This design comes from an exercise in tuning for small area on the open sky130 flow, not from production work.
At most, simulation tests tie the RTL to the original design; equivalence was not proved.

quartz:
Design izh_neuron_array, start of the top module:
module izh_neuron_array #(
    parameter int NUM_CH   = 6,
    parameter int W        = 12,
    parameter int CH_BITS  = 3
) (
    input  logic                clk,
    input  logic                reset,
    input  logic                enable,
    input  logic                input_enable,
    input  logic [NUM_CH*8-1:0] stimulus_in,
    input  logic                load_mode,
    input  logic                serial_data,
    input  logic [CH_BITS-1:0]  mon_sel,
    output logic [7:0]          membrane_out,
    output logic [NUM_CH-1:0]   spike_out,
    output logic                params_ready,
    output logic                frame_done,
    output logic                addr_err,
    output logic [2:0]          debug_state
);
    localparam int FW = CH_BITS + 4 * W;
    localparam logic [W-1:0] V_RST = W'(V_INIT);
    function automatic logic [2:0] sub6(input logic [2:0] x, input logic [2:0] y);
        logic [3:0] t;
        t = {1'b0, x} - {1'b0, y};
        sub6 = t[3] ? 3'(t + 4'd6) : t[2:0];
    endfunction
    izh_pkg::ld_state_t   state_q;
    logic [5:0]           cnt_q;
    logic [FW-1:0]        frame_q;
    logic [W-1:0]         rv [NUM_CH];
    logic [W-1:0]         ru [NUM_CH];
    logic [W-1:0]         ra [NUM_CH];
    logic [W-1:0]         rb [NUM_CH];
    logic [W-1:0]         rc [NUM_CH];
    logic [W-1:0]         rd [NUM_CH];
    logic [NUM_CH-1:0]    rdy_q;
    logic [NUM_CH-1:0]    tch_q;
    logic [NUM_CH-1:0]    scan_oh;
    logic [NUM_CH-1:0]    spike_q;
    logic [2:0]           scan_q;
    logic                 adv, commit, addr_ok;
    logic [2:0]           scan_nx, mon_idx, mon_pos;
    logic                 rdy0, tch0;
    logic [W-1:0]         dp_vin, dp_uin, dp_v, dp_u, mon_v;
    logic                 dp_spike;
    logic [7:0]           dp_stim;
    assign adv     = enable && input_enable;
    assign addr_ok = (frame_q[FW-1 -: 3] < 3'd6);
    assign commit  = enable && (state_q == LD_COMMIT) && addr_ok;
    assign scan_nx = !adv ? scan_q : (scan_q == 3'd5) ? 3'd0 : scan_q + 3'd1;
    assign dp_stim = stimulus_in[{scan_q, 3'b000} +: 8];
    assign rdy0    = |(rdy_q & scan_oh);
    assign tch0    = |(tch_q & scan_oh);
    assign dp_vin  = tch0 ? rv[0] : V_RST;
    assign dp_uin  = tch0 ? ru[0] : '0;
    izh_update_dp u_dp (
  ...
Size in the first run: ~2600 cells after synthesis, about 520 flip-flops, ~0.030 sq mm of cells after synthesis.
==> module izh_neuron_array, before the edit <==
module izh_neuron_array #(
    parameter int NUM_CH   = 6,
    parameter int W        = 12,
    parameter int CH_BITS  = 3
) (
    input  logic                clk,
    input  logic                reset,
    input  logic                enable,
    input  logic                input_enable,
    input  logic [NUM_CH*8-1:0] stimulus_in,
    input  logic                load_mode,
    input  logic                serial_data,
    input  logic [CH_BITS-1:0]  mon_sel,
    output logic [7:0]          membrane_out,
    output logic [NUM_CH-1:0]   spike_out,
    output logic                params_ready,
    output logic                frame_done,
    output logic                addr_err,
    output logic [2:0]          debug_state
);
    localparam int FW = CH_BITS + 4 * W;
    localparam logic [W-1:0] V_RST = W'(V_INIT);
    function automatic logic [2:0] sub6(input logic [2:0] x, input logic [2:0] y);
        logic [3:0] t;
        t = {1'b0, x} - {1'b0, y};
        sub6 = t[3] ? 3'(t + 4'd6) : t[2:0];
    endfunction
    izh_pkg::ld_state_t   state_q;
    logic [5:0]           cnt_q;
    logic [FW-1:0]        frame_q;
    logic [W-1:0]         rv [NUM_CH];
    logic [W-1:0]         ru [NUM_CH];
    logic [W-1:0]         ra [NUM_CH];
    logic [W-1:0]         rb [NUM_CH];
    logic [W-1:0]         rc [NUM_CH];
    logic [W-1:0]         rd [NUM_CH];
    logic [NUM_CH-1:0]    rdy_q;
    logic [NUM_CH-1:0]    tch_q;
    logic [NUM_CH-1:0]    scan_oh;
    logic [NUM_CH-1:0]    spike_q;
    logic [2:0]           scan_q;
    logic                 adv, commit, addr_ok;
    logic [2:0]           scan_nx, mon_idx, mon_pos;
    logic                 rdy0, tch0;
    logic [W-1:0]         dp_vin, dp_uin, dp_v, dp_u, mon_v;
    logic                 dp_spike;
    logic [7:0]           dp_stim;
    assign adv     = enable && input_enable;
    assign addr_ok = (frame_q[FW-1 -: 3] < 3'd6);
    assign commit  = enable && (state_q == LD_COMMIT) && addr_ok;
    assign scan_nx = !adv ? scan_q : (scan_q == 3'd5) ? 3'd0 : scan_q + 3'd1;
    assign dp_stim = stimulus_in[{scan_q, 3'b000} +: 8];
    assign rdy0    = |(rdy_q & scan_oh);
    assign tch0    = |(tch_q & scan_oh);
    assign dp_vin  = tch0 ? rv[0] : V_RST;
    assign dp_uin  = tch0 ? ru[0] : '0;
    izh_update_dp u_dp (
        .v      (dp_vin),
        .u      (dp_uin),
        .a      (pa),
        .b      (pb),
        .c      (pc),
        .d      (pd),
        .stim   (dp_stim),
        .v_next (dp_v),
        .u_next (dp_u),
        .spike  (dp_spike)
    );
    assign spike_out   = spike_q;
    assign debug_state = {1'b0, state_q};
    always_ff @(posedge clk) begin
        if (reset) begin
            state_q <= LD_IDLE;
        end else if (enable) begin
            case (state_q)
                LD_IDLE:   if (load_mode) state_q <= LD_ADDR;
                LD_ADDR:   if (!load_mode) state_q <= LD_IDLE;
                           else if (cnt_q == 6'd2) state_q <= LD_DATA;
                LD_DATA:   if (!load_mode) state_q <= LD_IDLE;
                           else if (cnt_q == 6'(FW - 1)) state_q <= LD_COMMIT;
                default:   state_q <= LD_IDLE;
            endcase
        end
    end
    always_ff @(posedge clk) begin
        if (enable) begin
            cnt_q   <= (state_q == LD_IDLE) ? 6'd1 : cnt_q + 6'd1;
            frame_q <= {frame_q[FW-2:0], serial_data};
        end
    end
    always_ff @(posedge clk) begin
        if (reset) begin
            frame_done <= 1'b0;
            addr_err   <= 1'b0;
        end else begin
            frame_done <= commit;
            addr_err   <= enable && (state_q == LD_COMMIT) && !addr_ok;
        end
    end
    logic [NUM_CH-1:0] p_ld;
    logic [W-1:0]      pa, pb, pc, pd;
    always_comb begin
        pa = '0;
        pb = '0;
        pc = '0;
        pd = '0;
        for (int k = 0; k < NUM_CH; k++) begin
            p_ld[k]    = commit && (frame_q[FW-1 -: 3] == 3'(k));
            scan_oh[k] = (scan_q == 3'(k));
            pa = pa | ({W{scan_oh[k]}} & ra[k]);
            pb = pb | ({W{scan_oh[k]}} & rb[k]);
            pc = pc | ({W{scan_oh[k]}} & rc[k]);
            pd = pd | ({W{scan_oh[k]}} & rd[k]);
        end
    end
    always_ff @(posedge clk) begin
        for (int k = 0; k < NUM_CH; k++) begin
            if (p_ld[k]) begin
                ra[k] <= frame_q[4*W-1 -: W];
                rb[k] <= frame_q[3*W-1 -: W];
                rc[k] <= frame_q[2*W-1 -: W];
                rd[k] <= frame_q[W-1:0];
            end
        end
    end
    always_ff @(posedge clk) begin
        if (reset) begin
            rdy_q <= '0;
        end else begin
            rdy_q <= rdy_q | p_ld;
        end
    end
    logic s_hd, s_up, s_cp;
    assign s_hd = !adv;
    assign s_up = adv && rdy0;
    assign s_cp = adv && !rdy0;
    always_ff @(posedge clk) begin
        if (adv) begin
            for (int j = 0; j < NUM_CH - 1; j++) begin
                rv[j] <= rv[j + 1];
                ru[j] <= ru[j + 1];
            end
        end
        rv[NUM_CH-1] <= ({W{s_hd}} & rv[NUM_CH-1]) | ({W{s_up}} & dp_v) | ({W{s_cp}} & rv[0]);
        ru[NUM_CH-1] <= ({W{s_hd}} & ru[NUM_CH-1]) | ({W{s_up}} & dp_u) | ({W{s_cp}} & ru[0]);
    end
    always_ff @(posedge clk) begin
        if (reset) begin
            tch_q   <= '0;
            spike_q <= '0;
            scan_q  <= '0;
        end else if (adv) begin
            tch_q   <= tch_q | (scan_oh & rdy_q);
            spike_q[scan_q] <= rdy0 && dp_spike;
            scan_q  <= scan_nx;
        end
    end
    assign mon_idx = (mon_sel < 3'd6) ? mon_sel : 3'd0;
    assign mon_pos = sub6(mon_idx, scan_q);
    assign mon_v   = tch_q[mon_idx] ? rv[mon_pos] : V_RST;
    always_ff @(posedge clk) begin
        if (reset) begin
            membrane_out <= 8'hbf;
            params_ready <= 1'b0;
        end else begin
            membrane_out <= ($signed(mon_v) > 12'sd127)  ? 8'h7f :
                            ($signed(mon_v) < -12'sd128) ? 8'h80 : mon_v[7:0];
            params_ready <= &rdy_q;
        end
    end
endmodule
clock: 18.0 ns
lec_check: 0
abc_area: 1
cap_margin: 20
core_margin: 2
core_utilization: 65
cts_buf_list: sky130_fd_sc_hd__clkbuf_8
cts_cluster_diameter: 60
cts_cluster_size: 16
slew_margin: 20
synth_hierarchical: 1
run.sh (not shown) runs the stock make flow with config.mk's settings and CLKGATE_MAP_FILE= SYNTH_SCRIPT=/design/flow/synth_recipe.tcl, a recipe that flattens the netlist after the stock synthesis.
[inputs] harbor vs quartz
--- a/flow/design.v
+++ b/flow/design.v
@@ -1210,12 +1210,12 @@
     assign mon_v   = tch_q[mon_idx] ? rv[mon_pos] : V_RST;
     always_ff @(posedge clk) begin
         if (reset) begin
             membrane_out <= 8'hbf;
             params_ready <= 1'b0;
         end else begin
-            membrane_out <= ($signed(mon_v) > 12'sd127)  ? 8'h7f :
-                            ($signed(mon_v) < -12'sd128) ? 8'h80 : mon_v[7:0];
+            membrane_out <= (mon_v[11:7] == 5'b00000 || mon_v[11:7] == 5'b11111) ? mon_v[7:0] :
+                            {mon_v[11], {7{!mon_v[11]}}};
             params_ready <= &rdy_q;
         end
     end
 endmodule
[summary]
Looking at the reports, harbor completed the entire flow and the layout it produced met the timing, DRC and antenna checks. Row number of fillers in the final layout: harbor lower / quartz higher. Taking quartz as the reference, in harbor post-layout utilization of the core decreased 0.20 points; wire length now smaller; share of synthesized cell area in full adder, half adder and majority cells level; ratio of final minimum period to clock period now smaller. From quartz to harbor the numbers moved as follows: register share of the cell area barely changed; minimum setup slack in the final design up 0.12 ns. As far as effective utilization at floorplan is concerned, quartz and harbor perform about the same. quartz and harbor ended up with roughly the same maximum buffer depth of the clock tree. Met1 layer wirelength in the final routing, harbor and quartz: smaller value in quartz.
Function not checked in quartz: the RTL went through the layout flow alone.

==> what the ideal ports hide <==
No port has a modelled driver above. Below, the same layouts with a new extraction and two added sets of constraints. Step 1: set_driving_cell puts a clkbuf_16 on clk and a buf_2 on each other input, an assumption about the parent block. Step 2 moves the port delays by t, midway between the first and last clock arrival at a register: inputs arrive t later, outputs are due t later. That takes back most of the time a late clock gives input paths. Slacks: no drivers / after step 1 / after step 2; pairs: no drivers / after step 1.
| run | t (ns) | slack for setup (ns) | clock arrival spread, ns | slew at the worst register clock pin (ns) | pins driven straight from the clock port |
|---|---|---|---|---|---|
| quartz | 0.704 | 0.594 / 0.594 / 0.594 | 0.033 / 0.034 | 0.10 / 0.10 | 1 |
| harbor | 0.698 | 0.717 / 0.717 / 0.717 | 0.033 / 0.034 | 0.10 / 0.10 | 1 |
After both steps setup and hold are still met in every run listed.
